This design comes from an exercise in tuning for small area on the open sky130 flow, not from production work.
In this exercise RTL edits were held to simulation tests only and were not proved equivalent to the original.
Power and IR drop assume default switching activity.

**flow/flow/run.sh**
```bash
#!/bin/bash
# The standard layout (standard.sh) with three changes to how it is made:
#  - synthesis is the standard flow's own script (synth_recipe.tcl) unchanged except that
#    ABC maps the logic with an area-oriented script (flow/abc_area.script);
#    registers are mapped before ABC runs, so they are the same as in the
#    standard synthesis;
#  - the port buffers are sky130_fd_sc_hd__buf_1 instead of the flow's
#    default pick;
#  - the clock tree uses clkbuf_4 buffers over sink clusters of up to 10, without
#    dummy loads.
# Logs: synth.log (synthesis), standard.log (every later step); the
# per-step logs stay under orfs/logs/.
set -euo pipefail
here=$(pwd)

cat >> "$FLOW_CONFIG" <<'CFG'
export BUFFER_PORTS_ARGS = -buffer_cell sky130_fd_sc_hd__buf_1
export CTS_ARGS = -sink_clustering_enable -repair_clock_nets -dont_use_dummy_load -buf_list sky130_fd_sc_hd__clkbuf_4 -sink_clustering_size 10 -sink_clustering_max_diameter 40
CFG

# Synthesis script: synth_recipe.tcl behind an abc wrapper that swaps the
# ABC script
{
  cat <<TCL
proc abc {args} {
  set i [lsearch \$args -script]
  if { \$i >= 0 } {
    set args [lreplace \$args [expr {\$i + 1}] [expr {\$i + 1}] $here/flow/abc_area.script]
  }
  yosys abc {*}\$args
}
TCL
  cat synth_recipe.tcl
} > synth_area.tcl

# standard.sh's make command, run for the synthesis step only with the
# script above
mk=$(grep '^make ' standard.sh)
mk=${mk//synth_recipe.tcl/synth_area.tcl}
mk=${mk%\"\$\{@:-finish\}\"}
eval "$mk synth" > synth.log 2>&1

# The rest of the standard flow; make keeps the synthesis above
bash standard.sh > standard.log 2>&1
```
**flow/flow/abc_area.script**
```
&get -n
&st
&syn2
&dch
&nf -a -R 1000
&st
&dch
&nf -a -R 1000
&put
topo
stime -c
```
**flow/config.mk**
```make
export PLATFORM = sky130hd
export DESIGN_NAME = adc_rx_top
export DESIGN_NICKNAME = adc_rx_top
export VERILOG_FILES = /design/flow/design.v
export SDC_FILE = /design/flow/constraint.sdc
export NUM_CORES = 4
export LEC_CHECK = 0
export CAP_MARGIN = 20
export CORE_MARGIN = 2
export CORE_UTILIZATION = 65
export SLEW_MARGIN = 20
export BUFFER_PORTS_ARGS = -buffer_cell sky130_fd_sc_hd__buf_1
export CTS_ARGS = -sink_clustering_enable -repair_clock_nets -dont_use_dummy_load -buf_list sky130_fd_sc_hd__clkbuf_4 -sink_clustering_size 10 -sink_clustering_max_diameter 40
```
**flow/design.v**
```verilog
`default_nettype none
package adc_rx_pkg;
  typedef logic [16-1:0] sample_t;
  typedef sample_t [64/16-1:0] word_t;
  typedef logic [4-1:0] ch_mask_t;
  typedef enum logic [12-1:0] {
    REG_CTRL   = 12'h000,
    REG_STATUS = 12'h004,
    REG_COUNT  = 12'h008
  } reg_addr_e;
endpackage
`default_nettype wire
`timescale 1ns/10ps
`default_nettype none
module adc_ctrl_regs (
  input  wire logic                          clk,
  input  wire logic                          rst_n,
  input  wire logic                          psel,
  input  wire logic                          penable,
  input  wire logic                          pwrite,
  input  wire logic [12-1:0] paddr,
  input  wire logic [31:0]                   pwdata,
  input  wire logic                          overflow,
  input  wire logic                          word_sent,
  output logic      [31:0]                   prdata,
  output logic                               pready,
  output logic                               pslverr,
  output adc_rx_pkg::ch_mask_t               ch_mask,
  output logic                               offset_binary,
  output logic                               run
);
  localparam int FMT_BIT = 4;
  localparam int RUN_BIT = 8;
  logic        base_ok;
  logic        sel_ctrl;
  logic        sel_status;
  logic        sel_count;
  logic        wr;
  logic        ctrl_wr;
  logic        status_wr;
  logic        count_clr;
  logic        ovf_flag;
  logic [31:0] word_count;
  logic [31:0] cnt_low1;
  assign base_ok    = ~|paddr[11:4] & ~|paddr[1:0];
  assign sel_ctrl   = base_ok & ~paddr[3] & ~paddr[2];
  assign sel_status = base_ok & ~paddr[3] &  paddr[2];
  assign sel_count  = base_ok &  paddr[3] & ~paddr[2];
  assign pready  = 1'b1;
  assign pslverr = ~(sel_ctrl | sel_status | sel_count);
  assign prdata  = ({32{sel_count}} & word_count)
                 | {23'd0, sel_ctrl & run, 3'd0, sel_ctrl & offset_binary,
                    {4{sel_ctrl}} & ch_mask}
                 | {31'd0, sel_status & ovf_flag};
  assign wr        = psel & penable & pwrite;
  assign ctrl_wr   = wr & sel_ctrl;
  assign status_wr = wr & sel_status;
  assign count_clr = ctrl_wr & pwdata[RUN_BIT] & ~run;
  always_comb begin
    cnt_low1[0] = 1'b1;
    for (int i = 1; i < 32; i++) begin
      cnt_low1[i] = cnt_low1[i-1] & word_count[i-1];
    end
  end
  always_ff @(posedge clk or negedge rst_n) begin
    if (!rst_n) begin
      ch_mask       <= '0;
      offset_binary <= 1'b0;
      run           <= 1'b0;
    end else if (ctrl_wr) begin
      ch_mask       <= pwdata[4-1:0];
      offset_binary <= pwdata[FMT_BIT];
      run           <= pwdata[RUN_BIT];
    end
  end
  always_ff @(posedge clk or negedge rst_n) begin
    if (!rst_n) begin
      ovf_flag <= 1'b0;
    end else if (overflow) begin
      ovf_flag <= 1'b1;
    end else if (status_wr && pwdata[0]) begin
      ovf_flag <= 1'b0;
    end
  end
  always_ff @(posedge clk or negedge rst_n) begin
    if (!rst_n) begin
      word_count <= '0;
    end else begin
      word_count <= {32{~count_clr}} & (word_count ^ ({32{word_sent}} & cnt_low1));
    end
  end
endmodule
`default_nettype wire
`timescale 1ns/10ps
`default_nettype none
module adc_sample_capture (
  input  wire logic                 clk,
  input  wire logic                 rst_n,
  input  wire logic                 run,
  input  wire adc_rx_pkg::ch_mask_t ch_mask,
  input  wire logic                 offset_binary,
  input  wire logic                 s_valid,
  input  wire adc_rx_pkg::sample_t  s_data_0,
  input  wire adc_rx_pkg::sample_t  s_data_1,
  input  wire adc_rx_pkg::sample_t  s_data_2,
  input  wire adc_rx_pkg::sample_t  s_data_3,
  input  wire logic [1:0]           lvl_nxt,
  output logic                      cap_valid,
  output logic [63:0]               cap_lanes,
  output logic [3:0]                cap_land,
  output logic [2:0]                cap_total
);
  localparam int NUM_CH = 4;
  localparam int SW     = 16;
  logic [SW-1:0] chan [NUM_CH];
  logic [1:0]    pos  [NUM_CH];
  logic [3:0]    hit  [NUM_CH];
  logic [SW-1:0] lane [NUM_CH];
  logic [3:0]    land;
  logic [2:0]    total;
  assign chan[0] = s_data_0;
  assign chan[1] = s_data_1;
  assign chan[2] = s_data_2;
  assign chan[3] = s_data_3;
  always_comb begin
    logic [1:0] p;
    p = lvl_nxt;
    for (int c = 0; c < NUM_CH; c++) begin
      pos[c] = p;
      if (ch_mask[c]) p = p + 2'd1;
    end
    for (int j = 0; j < NUM_CH; j++) begin
      for (int c = 0; c < NUM_CH; c++) begin
        hit[j][c] = ch_mask[c] & (pos[c] == j[1:0]);
      end
      lane[j] = '0;
      for (int c = 0; c < NUM_CH; c++) begin
        lane[j] = lane[j] | ({SW{hit[j][c]}} & chan[c]);
      end
      lane[j][SW-1] = lane[j][SW-1] ^ offset_binary;
      land[j] = |hit[j];
    end
  end
  assign total = {1'b0, lvl_nxt} + {2'b0, ch_mask[0]} + {2'b0, ch_mask[1]}
               + {2'b0, ch_mask[2]} + {2'b0, ch_mask[3]};
  always_ff @(posedge clk or negedge rst_n) begin
    if (!rst_n) begin
      cap_valid <= 1'b0;
    end else begin
      cap_valid <= s_valid & run & (|ch_mask);
    end
  end
  always_ff @(posedge clk) begin
    cap_lanes <= {lane[3], lane[2], lane[1], lane[0]};
    cap_land  <= land;
    cap_total <= total;
  end
endmodule
`default_nettype wire
`timescale 1ns/10ps
`default_nettype none
module adc_channel_pack (
  input  wire logic                 clk,
  input  wire logic                 rst_n,
  input  wire logic                 run,
  input  wire logic                 cap_valid,
  input  wire logic [63:0]          cap_lanes,
  input  wire logic [3:0]           cap_land,
  input  wire logic [2:0]           cap_total,
  output logic [1:0]                lvl_nxt,
  output logic                      pk_done,
  output logic [63:0]               pk_word
);
  localparam int SW = 16;
  logic [SW-1:0] acc [3];
  logic [1:0]    lvl;
  assign pk_done = run & cap_valid & cap_total[2];
  assign lvl_nxt = !run ? 2'd0 : cap_valid ? cap_total[1:0] : lvl;
  assign pk_word = {cap_lanes[4*SW-1:3*SW],
                    (lvl > 2'd2) ? acc[2] : cap_lanes[3*SW-1:2*SW],
                    (lvl > 2'd1) ? acc[1] : cap_lanes[2*SW-1:SW],
                    (lvl > 2'd0) ? acc[0] : cap_lanes[SW-1:0]};
  always_ff @(posedge clk or negedge rst_n) begin
    if (!rst_n) begin
      lvl <= '0;
    end else begin
      lvl <= lvl_nxt;
    end
  end
  always_ff @(posedge clk) begin
    for (int k = 0; k < 3; k++) begin
      if (cap_valid & cap_land[k]) begin
        acc[k] <= cap_lanes[k*SW +: SW];
      end
    end
  end
endmodule
`default_nettype wire
`timescale 1ns/10ps
`default_nettype none
module adc_output_fifo #(
  parameter int DEPTH = 8
) (
  input  wire logic               clk,
  input  wire logic               rst_n,
  input  wire logic               pk_done,
  input  wire logic [63:0]        pk_word,
  input  wire logic               m_ready,
  output logic                    m_valid,
  output logic [63:0]             m_data,
  output logic                    overflow,
  output logic                    word_sent
);
  localparam int AW = $clog2(DEPTH);
  logic [63:0]      mem [DEPTH];
  logic [AW:0]      cnt;
  logic [DEPTH-1:0] head;
  logic             hid_valid;
  logic             ovf_pend;
  logic             full_nxt;
  logic             push;
  logic             pop;
  assign m_valid = (cnt > {{AW{1'b0}}, hid_valid});
  assign pop     = m_valid & m_ready;
  always_comb begin
    for (int s = 0; s < DEPTH; s++) begin
      head[s] = (cnt == s + 1);
    end
    m_data = '0;
    for (int s = 0; s < DEPTH; s++) begin
      m_data = m_data | ({64{head[s]}} & mem[s]);
    end
  end
  assign word_sent = pop;
  assign overflow  = ovf_pend;
  assign full_nxt = cnt[AW] & ~pop;
  assign push     = pk_done & ~full_nxt;
  always_ff @(posedge clk or negedge rst_n) begin
    if (!rst_n) begin
      cnt       <= '0;
      hid_valid <= 1'b0;
      ovf_pend  <= 1'b0;
    end else begin
      cnt <= cnt + {{AW{1'b0}}, push} - {{AW{1'b0}}, pop};
      hid_valid <= push;
      ovf_pend  <= pk_done & full_nxt;
    end
  end
  always_ff @(posedge clk) begin
    if (push) begin
      mem[0] <= pk_word;
      for (int s = 1; s < DEPTH; s++) begin
        mem[s] <= mem[s-1];
      end
    end
  end
endmodule
`default_nettype wire
`timescale 1ns/10ps
`default_nettype none
module adc_rx_top (
  input  wire logic                          clk,
  input  wire logic                          rst_n,
  input  wire logic                          psel,
  input  wire logic                          penable,
  input  wire logic                          pwrite,
  input  wire logic [12-1:0] paddr,
  input  wire logic [31:0]                   pwdata,
  output logic      [31:0]                   prdata,
  output logic                               pready,
  output logic                               pslverr,
  input  wire logic                          s_valid,
  input  wire adc_rx_pkg::sample_t           s_data_0,
  input  wire adc_rx_pkg::sample_t           s_data_1,
  input  wire adc_rx_pkg::sample_t           s_data_2,
  input  wire adc_rx_pkg::sample_t           s_data_3,
  output logic                               m_valid,
  output adc_rx_pkg::word_t                  m_data,
  input  wire logic                          m_ready
);
  adc_rx_pkg::ch_mask_t ch_mask;
  logic                 offset_binary;
  logic                 run;
  logic                 cap_valid;
  logic [63:0]          cap_lanes;
  logic [3:0]           cap_land;
  logic [2:0]           cap_total;
  logic [1:0]           lvl_nxt;
  logic                 pk_done;
  logic [63:0]          pk_word;
  logic                 overflow;
  logic                 word_sent;
  adc_ctrl_regs regs_i (
    .clk           (clk),
    .rst_n         (rst_n),
    .psel          (psel),
    .penable       (penable),
    .pwrite        (pwrite),
    .paddr         (paddr),
    .pwdata        (pwdata),
    .overflow      (overflow),
    .word_sent     (word_sent),
    .prdata        (prdata),
    .pready        (pready),
    .pslverr       (pslverr),
    .ch_mask       (ch_mask),
    .offset_binary (offset_binary),
    .run           (run)
  );
  adc_sample_capture capture_i (
    .clk           (clk),
    .rst_n         (rst_n),
    .run           (run),
    .ch_mask       (ch_mask),
    .offset_binary (offset_binary),
    .s_valid       (s_valid),
    .s_data_0      (s_data_0),
    .s_data_1      (s_data_1),
    .s_data_2      (s_data_2),
    .s_data_3      (s_data_3),
    .lvl_nxt       (lvl_nxt),
    .cap_valid     (cap_valid),
    .cap_lanes     (cap_lanes),
    .cap_land      (cap_land),
    .cap_total     (cap_total)
  );
  adc_channel_pack pack_i (
    .clk        (clk),
    .rst_n      (rst_n),
    .run        (run),
    .cap_valid  (cap_valid),
    .cap_lanes  (cap_lanes),
    .cap_land   (cap_land),
    .cap_total  (cap_total),
    .lvl_nxt    (lvl_nxt),
    .pk_done    (pk_done),
    .pk_word    (pk_word)
  );
  adc_output_fifo #(
    .DEPTH (8)
  ) fifo_i (
    .clk       (clk),
    .rst_n     (rst_n),
    .pk_done   (pk_done),
    .pk_word   (pk_word),
    .m_ready   (m_ready),
    .m_valid   (m_valid),
    .m_data    (m_data),
    .overflow  (overflow),
    .word_sent (word_sent)
  );
endmodule
`default_nettype wire
```
**flow/standard.sh**
```bash
#!/bin/bash
# synth_recipe.tcl (not shown) runs the flow's synth.tcl, then flattens the netlist and writes it again
# the make line also repeats each setting of config.mk as NAME=value (left out here)
make -C /OpenROAD-flow-scripts/flow DESIGN_CONFIG=/design/flow/config.mk WORK_HOME=/design/flow/orfs CLKGATE_MAP_FILE= SYNTH_SCRIPT=/design/flow/synth_recipe.tcl "${@:-finish}"
```
**flow/constraint.sdc**
```tcl
create_clock -name core_clock -period 6.0 [get_ports {clk}]
set_input_delay 1.2000 -clock core_clock [delete_from_list [all_inputs] [get_ports {clk}]]
set_output_delay 1.2000 -clock core_clock [all_outputs]
set_load 0.01 [all_outputs]
```
==> impl_metrics.ini, run 1 <==
[sta]
drv_slew = 0
whs_ps = 374
hold_violations = 0
relSlewSlack_pct = 10.3
max_freq_mhz = 183
fin_crit_sh_pct = 91.0
rsz0062_at_grt = no
max_slew.worst_pin.slew_ps = 1340
setup_violations = 0
skew_ps = 123
finalCriticalPeriod_ps = 5460

[place]
place_area_um2 = 26600
hpwl_mm = 34.8
placed_cells = 2188
gp_congestion = 0.889
portBuffers = 186

[worst_setup_path]
path_cells = clkinv_1 -> ha_1 -> o211ai_1 -> and2_4 -> nand4_1 -> nor2_1 -> and3_1 -> and2_0 -> and3_1 -> and3_1 -> and2_0 -> and3_1 -> and3_1 -> nand4_1 -> nor2_1 -> and2_0 -> nand4_1 -> nor2_1 -> and3_1 -> and3_1 -> a21oi_1 -> o21a_1
arrival_ps = 6090
timing.critical_path.buf_inv = 1
crit_family = simple AND/OR/NAND/NOR gates
end_kind = register
critPathSlowestCell = dfrtp_1
cp.depth = 22
crit_top_cell = and3_1
worstPathRequired_ps = 6630
worstSetupPathType = reg2reg
cp_max_fo = 6
r2r_cells = 22
reg2reg_slack_ps = 540
cp-start-kind = register
max_stage_delay_ps = 410

[final_layout]
drive_gt1_share_pct = 7.32
stdcell_area_um2 = 27300
area_delta_synth_final_pct = 9.35
layout.nets = 1905
final_util_pct = 72.3
final_cells = 2294

[pwr]
p_int_w = 0.00750
swShare_pct = 31.4
total_power_w = 0.0109
power_frac_clock_pct = 18.6
pwr-share-comb_pct = 23.2
pwr-share-seq_pct = 58.2
p_switching_w = 0.00344
p_per_area_nw_per_um2 = 401
ir_drop_v = 0.000333
leakage_nw = 9.46

[global_routing]
grt_use_total_pct = 29.6
grt_max_degree = 190
grt_pass1_wl_mm = 87.6
grt_pass1_vias = 14997
grt_overflow = 0
antenna_found_initial = 22

[synth]
ys_ff_latch = 678
syn-mean-instance-area_um2 = 17.1
synth_cell_type_count = 32
synth_cells = 1461
ys_async_sr_fraction_pct = 7.08
yosysWarnings = 10
syn_area_um2 = 24900
synthesis.nets = 1602
synth_ff_type = edfxtp_1
synth_edf_count = 560
ys_seq_area_share_pct = 77.8

[clocking]
clkLatencyLatePin_ps = 820
cts_buffer_depth = 3
cts_resized = 0
numCtsBuffers = 85
cts_htree_levels = 3
clk_pin_slew_ps = 100
cts_tree = done
clock-sinks = 678
root_buffer = clkbuf_4
post_cts.repair.setup_buffers = 0
hold_buffers = 0

[detailed_routing]
vias = 15439
finalWirelength_mm = 58.7
ant_nets = 0
wirelength_met1_mm = 23.0
drc = 0
dr_wl_met2_mm = 27.0
wl_met3_mm = 6.96
first_iter_violations = 2393
drt_pass1_iterations = 11
vias_per_cell = 6.73
route.top_layer_used = met5
wl_per_cell_um = 25.6

[floorplanning]
rows = 71
die_y_um = 200
coreArea_um2 = 37800
dieArea_um2 = 40000
die_w_um = 200
initial_core_util_pct = 66.1
io_pins = 214

[status]
status = timing/DRC/antenna clean

[min_path]
min_path_type = reg2reg
min_path_cells = 0

[job]
maxCapViolations = 0
cells by family after synthesis:
| group | share of synthesized area (%) |
|---|---|
| AO/OA/AOI/OAI | 10.8 |
| XOR/XNOR | 0.562 |
| adder cells (fa/ha/maj) | 1.42 |
| buffers and inverters | 0.346 |
| flip-flops | 77.8 |
| multiplexers | 2.30 |
| other | 0.0150 |
| AND/OR/NAND/NOR | 6.70 |
layout make-up:
type                            count  area, um^2
Multi-Input combinational cell    761        5470
Inverter                           21        80.1
Antenna cell                       21        52.6
Tap cell                          511         639
Sequential cell                   678       19400
Timing Repair Buffer              217         982
Clock buffer                       85         638
Fill cell                        2451       10500
metrics by stage:
step           setup TNS (ps)  setup WS, ps
6_report                    0           543
5_1_grt                     0          43.6
4_1_cts                     0           585
3_5_place_dp                0           476
3_3_place_gp                0           649
2_1_floorplan        -1761160         -4460
state kept, by name, indices dropped and copies added (netlist names):
| register | flops |
|---|---|
| regs_i.ch_mask | 4 |
| fifo_i.cnt | 4 |
| pack_i.acc | 48 |
| regs_i.offset_binary | 1 |
| fifo_i.hid_valid | 1 |
| capture_i.cap_land | 3 |
| regs_i.word_count | 32 |
| pack_i.lvl | 2 |
| fifo_i.ovf_pend | 1 |
| fifo_i.mem | 512 |
| regs_i.ovf_flag | 1 |
| capture_i.cap_total | 3 |
| regs_i.run | 1 |
| capture_i.cap_valid | 1 |
| capture_i.cap_lanes | 64 |
metal layers:
layer	up-vias	track usage (%)
met5	-	0
met4	12	12.1
met3	140	8.82
met2	951	43.2
met1	7595	42.3
li1	6741	-
cells in the mapped netlist (all sizes together) (2+ instances only):
| cell type | count | share of area (%) |
|---|---|---|
| a222oi | 147 | 5.9 |
| nor2 | 32 | 0.48 |
| a21o | 2 | 0.060 |
| o21ai | 11 | 0.22 |
| xor2 | 2 | 0.070 |
| nand2 | 160 | 2.4 |
| o211ai | 2 | 0.060 |
| nand4 | 13 | 0.33 |
| mux2 | 51 | 2.3 |
| or4 | 3 | 0.090 |
| nor3 | 18 | 0.36 |
| fa | 4 | 0.32 |
| a22o | 41 | 1.4 |
| nor4 | 2 | 0.050 |
| edfxtp | 560 | 67 |
| xnor2 | 14 | 0.49 |
| and3 | 44 | 1.1 |
| and2 | 25 | 0.63 |
| a22oi | 45 | 1.4 |
| dfxtp | 70 | 5.6 |
| clkinv | 21 | 0.32 |
| a221oi | 33 | 1.2 |
| a21oi | 22 | 0.44 |
| ha | 22 | 1.1 |
| a221o | 3 | 0.12 |
| nand2b | 2 | 0.050 |
| dfrtp | 48 | 4.8 |
| nand3 | 60 | 1.2 |
worst paths after layout:
kind | start | end
worst max-delay path | fifo_i.cnt[0] | regs_i.word_count[31]
worst min-delay path | fifo_i.mem[2][57] | fifo_i.mem[3][57]
worst max register to register | fifo_i.cnt[0] | regs_i.word_count[31]
worst min register to register | fifo_i.mem[2][57] | fifo_i.mem[3][57]
max in group asynchronous | rst_n | regs_i.run
min in group asynchronous | rst_n | regs_i.word_count[20]
cells in the final DEF (no fill, tap or decap), types with 33 or more instances in the layout:
cell,n
a221oi_1,33
edfxtp_1,560
a22o_1,41
a22oi_1,45
a222oi_1,147
mux2_1,51
and3_1,36
nand2_1,160
dfxtp_1,70
dfrtp_1,48
nand3_1,60
clkbuf_4,85
buf_1,185
power by group through the flow:
| stage | clock network [W] | registers, W | logic, W |
|---|---|---|---|
| 2_1_floorplan | 0 | 0.00644 | 0.00154 |
| 3_3_place_gp | 0 | 0.00642 | 0.00248 |
| 3_5_place_dp | 0 | 0.00645 | 0.00253 |
| 4_1_cts | 0.00209 | 0.00636 | 0.00254 |
| 5_1_grt | 0.00227 | 0.00643 | 0.00277 |
| 6_report | 0.00203 | 0.00636 | 0.00254 |
==> run 2, diff against run 1 <==
--- a/flow/config.mk
+++ b/flow/config.mk
@@ -8,5 +8,5 @@
 export CAP_MARGIN = 20
 export CORE_MARGIN = 2
-export CORE_UTILIZATION = 65
+export CORE_UTILIZATION = 72
 export SLEW_MARGIN = 20
 export BUFFER_PORTS_ARGS = -buffer_cell sky130_fd_sc_hd__buf_1
==> impl_metrics.ini, run 2 <==
[floorplanning]
initial_core_util_pct = 72.6
rows = 68
die_y_um = 190
dieArea_um2 = 36200
coreArea_um2 = 34400
io_pins = 214
die_w_um = 190

[final_layout]
final_cells = 2226
drive_gt1_share_pct = 7.01
layout_common_cells = edfxtp_1, buf_1, nand2_1, a222oi_1, clkbuf_4
regMostFlops = fifo_i.mem
top_regs = fifo_i.mem: 512 flops, capture_i.cap_lanes: 64 flops, pack_i.acc: 48 flops
final_common_cell = edfxtp_1
largest_reg_flops = 512
area_delta_synth_final_pct = 8.75
layout.nets = 1898

[place]
placed_cells = 2129
hpwl_mm = 34.5
gp_congestion = 0.850
portBuffers = 186

[worst_setup_path]
arrival_ps = 6120
worstSetupPathType = reg2reg
reg2reg_slack_ps = 500
r2r_cells = 22
cp-start-kind = register
reg2reg_to = regs_i.word_count[31]
worstPathRequired_ps = 6620
reg2reg_from = fifo_i.cnt[0]
cp_max_fo = 6
end_kind = register

[synth]
synthesis.nets = 1602
ys_seq_area_share_pct = 77.8
ys_async_sr_fraction_pct = 7.08
synthMostInstantiatedCell = edfxtp_1
synth_ff_type = edfxtp_1
synth_edf_count = 560
yosys.area.top_type_share_pct = 67.4
synth_cell_type_count = 32
yosys.area.top_type = edfxtp_1
syn_area_um2 = 24900
syn-mean-instance-area_um2 = 17.1
netlist_top_cells_count = edfxtp_1, nand2_1, a222oi_1
synth_cells = 1461
yosysWarnings = 10
ys_ff_latch = 678
synth.area.top_cells = edfxtp_1, a222oi_1, dfxtp_1

[sta]
max_slew.worst_pin.slew_ps = 1200
skew_ps = 67.1
finalCriticalPeriod_ps = 5500
max_freq_mhz = 182
drv_slew = 0
fin_crit_sh_pct = 91.7
rsz0062_at_grt = no
setup_violations = 0
relSlewSlack_pct = 20.3
hold_violations = 0

[clocking]
clock-sinks = 678
cts_resized = 0
cts_tree = done
cts_htree_levels = 3
cts_buffer_depth = 3
numCtsBuffers = 81
hold_buffers = 0
root_buffer = clkbuf_4
clk_pin_slew_ps = 90
clkLatencyLatePin_ps = 790
post_cts.repair.setup_buffers = 0

[detailed_routing]
finalWirelength_mm = 57.5
ant_nets = 0
wl_per_cell_um = 25.8
vias_per_cell = 6.98
first_iter_violations = 2508
drc = 0
vias = 15546
drt_pass1_iterations = 10

[min_path]
hp-start = capture_i.cap_lanes[55]
min_path_type = reg2reg
min_to = fifo_i.mem[0][55]
min_path_cells = 0

[global_routing]
grt_pass1_vias = 15342
grt_pass1_wl_mm = 86.5
grt_use_total_pct = 32.0
antenna_found_initial = 12
grt_overflow = 0
grt_max_degree = 192

[pwr]
ir_drop_v = 0.000264
leakage_nw = 9.42
total_power_w = 0.0109
p_per_area_nw_per_um2 = 400

[status]
status = timing/DRC/antenna clean

[job]
maxCapViolations = 0
[run 2: cell counts after synthesis]
Identical to the previous run, type by type.
[run 2: worst max-delay path by stage]
stage / start / to / cells after the start
finish: fifo_i.cnt[0] / regs_i.word_count[31] / 22
global route: fifo_i.cnt[0] / regs_i.word_count[31] / 22
CTS: fifo_i.cnt[0] / regs_i.word_count[31] / 22
detailed placement: m_ready / regs_i.word_count[31] / 20
global placement: m_ready / regs_i.word_count[31] / 20
floorplan: m_ready / fifo_i.cnt[1] / 7
[run 2: logic make-up after synthesis]
logic type                 share of synthesized area [%]
adders and majority gates                           1.42
AOI/OAI and AO/OA                                   10.8
muxes                                               2.30
other                                             0.0150
buffers and inverters                              0.346
and+or+nand+nor                                     6.70
xor gates and xnor gates                           0.562
DFF                                                 77.8
[run 2: layout make-up]
cell class              count  area, um^2
inverters                  21        80.1
repair buffers            214         935
multi-input cells         761        5480
fillers                  1960        7240
well taps                 455         569
diodes                     16        40.0
clock buffers              81         608
flip-flops and latches    678       19400
[run 2: critical path, stage by stage (launching register included)]
cell	delay, ps
dfrtp_1	410
clkinv_1	170
ha_1	310
o211ai_1	300
and2_4	250
nand4_1	190
nor2_2	230
and3_1	220
and2_0	230
and3_1	270
and3_1	220
and2_0	260
and3_1	270
and3_1	280
nand4_1	160
nor2_1	190
and2_0	300
nand4_1	180
nor2_1	250
and3_1	280
and3_1	220
a21oi_1	80
o21a_1	100
[run 2: power breakdown]
part           switching, W  total [W]  internal (W)
Sequential         0.000359    0.00638       0.00602
Clock               0.00136    0.00198      0.000624
Combinational       0.00168    0.00251      0.000826
Total               0.00340     0.0109       0.00747
[run 2: stage by stage]
step                area [um^2]  util, %  setup TNS, ps  hold slack, ps  setup WS [ps]
global route              27100     78.9              0             417           38.4
global placement          26500     77.0              0             391            650
detailed placement        26500     77.0              0             391            451
floorplan                 25000        -       -1761160             386          -4460
CTS                       27100     78.8              0             412            517
finish                    27100     78.9              0             410            497
[run 2: per-layer routing]
layer	GRT usage (%)	part of all wire, %
met1	45.1	38
met2	49.4	47
met3	7.30	11
met4	13.0	3.0
met5	0	0
==> run 3, diff against run 2 <==
--- a/flow/config.mk
+++ b/flow/config.mk
@@ -8,5 +8,5 @@
 export CAP_MARGIN = 20
 export CORE_MARGIN = 2
-export CORE_UTILIZATION = 72
+export CORE_UTILIZATION = 80
 export SLEW_MARGIN = 20
 export BUFFER_PORTS_ARGS = -buffer_cell sky130_fd_sc_hd__buf_1
==> impl_metrics.ini, run 3 <==
[detailed_routing]
wl_per_cell_um = 27.3
ant_nets = 0
finalWirelength_mm = 59.2
drt_pass1_iterations = 13
drc = 0
vias_per_cell = 7.43
vias = 16086
first_iter_violations = 3487

[clocking]
hold_buffers = 0
clock-sinks = 678
clkLatencyLatePin_ps = 760
cts_resized = 0
cts_tree = done
cts_htree_levels = 3
root_buffer = clkbuf_4
clk_pin_slew_ps = 110
post_cts.repair.setup_buffers = 0
numCtsBuffers = 79
cts_buffer_depth = 3

[global_routing]
grt_pass1_vias = 16046
grt_max_degree = 213
grt_pass1_wl_mm = 88.6
antenna_found_initial = 24
grt_overflow = 0
grt_use_total_pct = 35.8

[floorplanning]
rows = 64
initial_core_util_pct = 81.3
io_pins = 214
die_y_um = 181
die_w_um = 181
dieArea_um2 = 32600
coreArea_um2 = 30700

[synth]
syn-mean-instance-area_um2 = 17.1
synth_edf_count = 560
synth_cells = 1461
yosys.area.top_type = edfxtp_1
ys_async_sr_fraction_pct = 7.08
yosys.area.top_type_share_pct = 67.4
synth_cell_type_count = 32
ys_seq_area_share_pct = 77.8
ys_ff_latch = 678
synthMostInstantiatedCell = edfxtp_1
netlist_top_cells_count = edfxtp_1, nand2_1, a222oi_1
synth_ff_type = edfxtp_1
syn_area_um2 = 24900
synthesis.nets = 1602
synth.area.top_cells = edfxtp_1, a222oi_1, dfxtp_1
yosysWarnings = 10

[sta]
finalSetupTns_ps = 0
postLayoutSetupSlackWorst_ps = 521
max_freq_mhz = 183
skew_ps = 83.8
hold_violations = 0
rsz0062_at_grt = no
finalCriticalPeriod_ps = 5480
setup_violations = 0
relSlewSlack_pct = 16.5
fin_crit_sh_pct = 91.3
max_slew.worst_pin.slew_ps = 1250
drv_slew = 0

[place]
pre_cts_ws_ps = 518
gp_congestion = 0.909
portBuffers = 186
hpwl_mm = 35.6

[worst_setup_path]
cp_max_fo = 6
cp-start-kind = register
arrival_ps = 6060
r2r_cells = 22
worstSetupPathType = reg2reg
end_kind = register
worstPathRequired_ps = 6580

[pwr]
pwr-share-seq_pct = 58.9
p_per_area_nw_per_um2 = 402
p_switching_w = 0.00342
power_frac_clock_pct = 18.0
pwr-share-comb_pct = 23.1
p_int_w = 0.00745
swShare_pct = 31.5
leakage_nw = 9.39
ir_drop_v = 0.000357

[min_path]
min_path_cells = 0
min_path_type = reg2reg

[final_layout]
drive_gt1_share_pct = 6.63
final_common_cell = edfxtp_1
top_regs = fifo_i.mem: 512 flops, capture_i.cap_lanes: 64 flops, pack_i.acc: 48 flops
area_delta_synth_final_pct = 8.33
layout_common_cells = edfxtp_1, buf_1, nand2_1, a222oi_1, clkbuf_4
regMostFlops = fifo_i.mem
layout.nets = 1892
largest_reg_flops = 512

[status]
status = timing/DRC/antenna clean

[job]
maxCapViolations = 0
-- run 3: cell counts after synthesis --
No cell type changed its count.
-- run 3: worst max-delay path, stage by stage (launching register included) --
cell      delay (ps)
dfrtp_1          410
clkinv_1         190
ha_1             320
o211ai_1         230
and2_4           230
nand4_1          180
nor2_1           280
and3_1           240
and2_0           240
and3_1           250
and3_1           210
and2_0           250
and3_1           260
and3_1           270
nand4_1          170
nor2_1           190
and2_0           300
nand4_1          200
nor2_1           260
and3_1           280
and3_1           230
a21oi_1           80
o21a_1           100
-- run 3: layer usage --
| metal | global-route usage (%) | wire length, um | up-vias | share of wire, % |
|---|---|---|---|---|
| li1 | - | - | 6714 | - |
| met1 | 49.1 | 20400 | 7647 | 34 |
| met2 | 54.5 | 28000 | 1490 | 47 |
| met3 | 9.44 | 8140 | 227 | 14 |
| met4 | 18.2 | 2590 | 8 | 4.4 |
| met5 | 0 | 40 | - | 0.068 |
-- run 3: final cells by class --
class	count	area [um^2]
Tap cell	396	495
Inverter	21	80.1
Antenna cell	21	52.6
Timing Repair Buffer	210	908
Clock buffer	79	593
Multi-Input combinational cell	761	5480
Sequential cell	678	19400
Fill cell	1238	3650
-- run 3: path summary, 6_finish.rpt --
path                                  start               endpoint  slack (ps)
max                           fifo_i.cnt[0]  regs_i.word_count[31]         520
max in group asynchronous             rst_n  regs_i.word_count[18]        4990
min in group asynchronous             rst_n  regs_i.word_count[27]         570
min                        fifo_i.mem[2][6]       fifo_i.mem[3][6]         400
min reg2reg                fifo_i.mem[2][6]       fifo_i.mem[3][6]         400
max reg2reg                   fifo_i.cnt[0]  regs_i.word_count[31]         520
-- run 3: kinds of logic (layout without fill, tap and decap cells) --
family                   Yosys count  count (layout)  synth area share (%)
flip-flops                       678             678                  77.8
AND/OR/NAND/NOR                  359             359                  6.70
other                              1              22                0.0150
adder cells (fa/ha/maj)           26              26                  1.42
multiplexers                      51              51                  2.30
buffers and inverters             22             310                 0.346
AO/OA/AOI/OAI                    308             308                  10.8
XOR/XNOR                          16              16                 0.562
-- run 3: power by group through the flow --
stage | clock [W] | sequential, W | combinational (W)
after floorplan | 0 | 0.00644 | 0.00154
final | 0.00196 | 0.00640 | 0.00251
after global routing | 0.00213 | 0.00646 | 0.00269
after global placement | 0 | 0.00641 | 0.00236
after detailed placement | 0 | 0.00648 | 0.00246
after CTS | 0.00197 | 0.00639 | 0.00248
-- run 3: metrics by stage --
step,hold WS (ps),instances,total power (W),cell area [um^2],utilization (%)
final,397,2166,0.0109,27000,88.1
after global routing,412,2158,0.0113,27000,88.0
after CTS,391,2144,0.0108,27000,87.9
after detailed placement,397,2065,0.00894,26400,86.0
after global placement,393,2065,0.00877,26400,86.0
after floorplan,386,1461,0.00798,25000,-

-- what the ideal ports hide --
Ports are ideal in the flow. The routed layouts listed here were re-timed in OpenROAD.
Step 1, drivers: a clkbuf_16 drives clk and a buf_2 each remaining input, both assumed.
Step 2 also shifts input and output timing later by t, the mid clock arrival at the registers, as if the neighbouring blocks saw the same clock.
Three values: no drivers, after step 1, after step 2; two values: the first two.
| run | shift t [ns] | slack for setup (ns) | worst slew at a driven data input, ns |
|---|---|---|---|
| run 1 | 0.809 | 0.543 / 0.543 / 0.452 | 0.11 |
| run 2 | 0.803 | 0.497 / 0.497 / 0.429 | 0.10 |
| run 3 | 0.762 | 0.521 / 0.521 / 0.393 | 0.12 |
After both steps setup and hold are still met in every run listed. For run 3, which loses most, drivers alone change the setup slack by 0.000 ns; drivers and shift together by -0.128 ns.
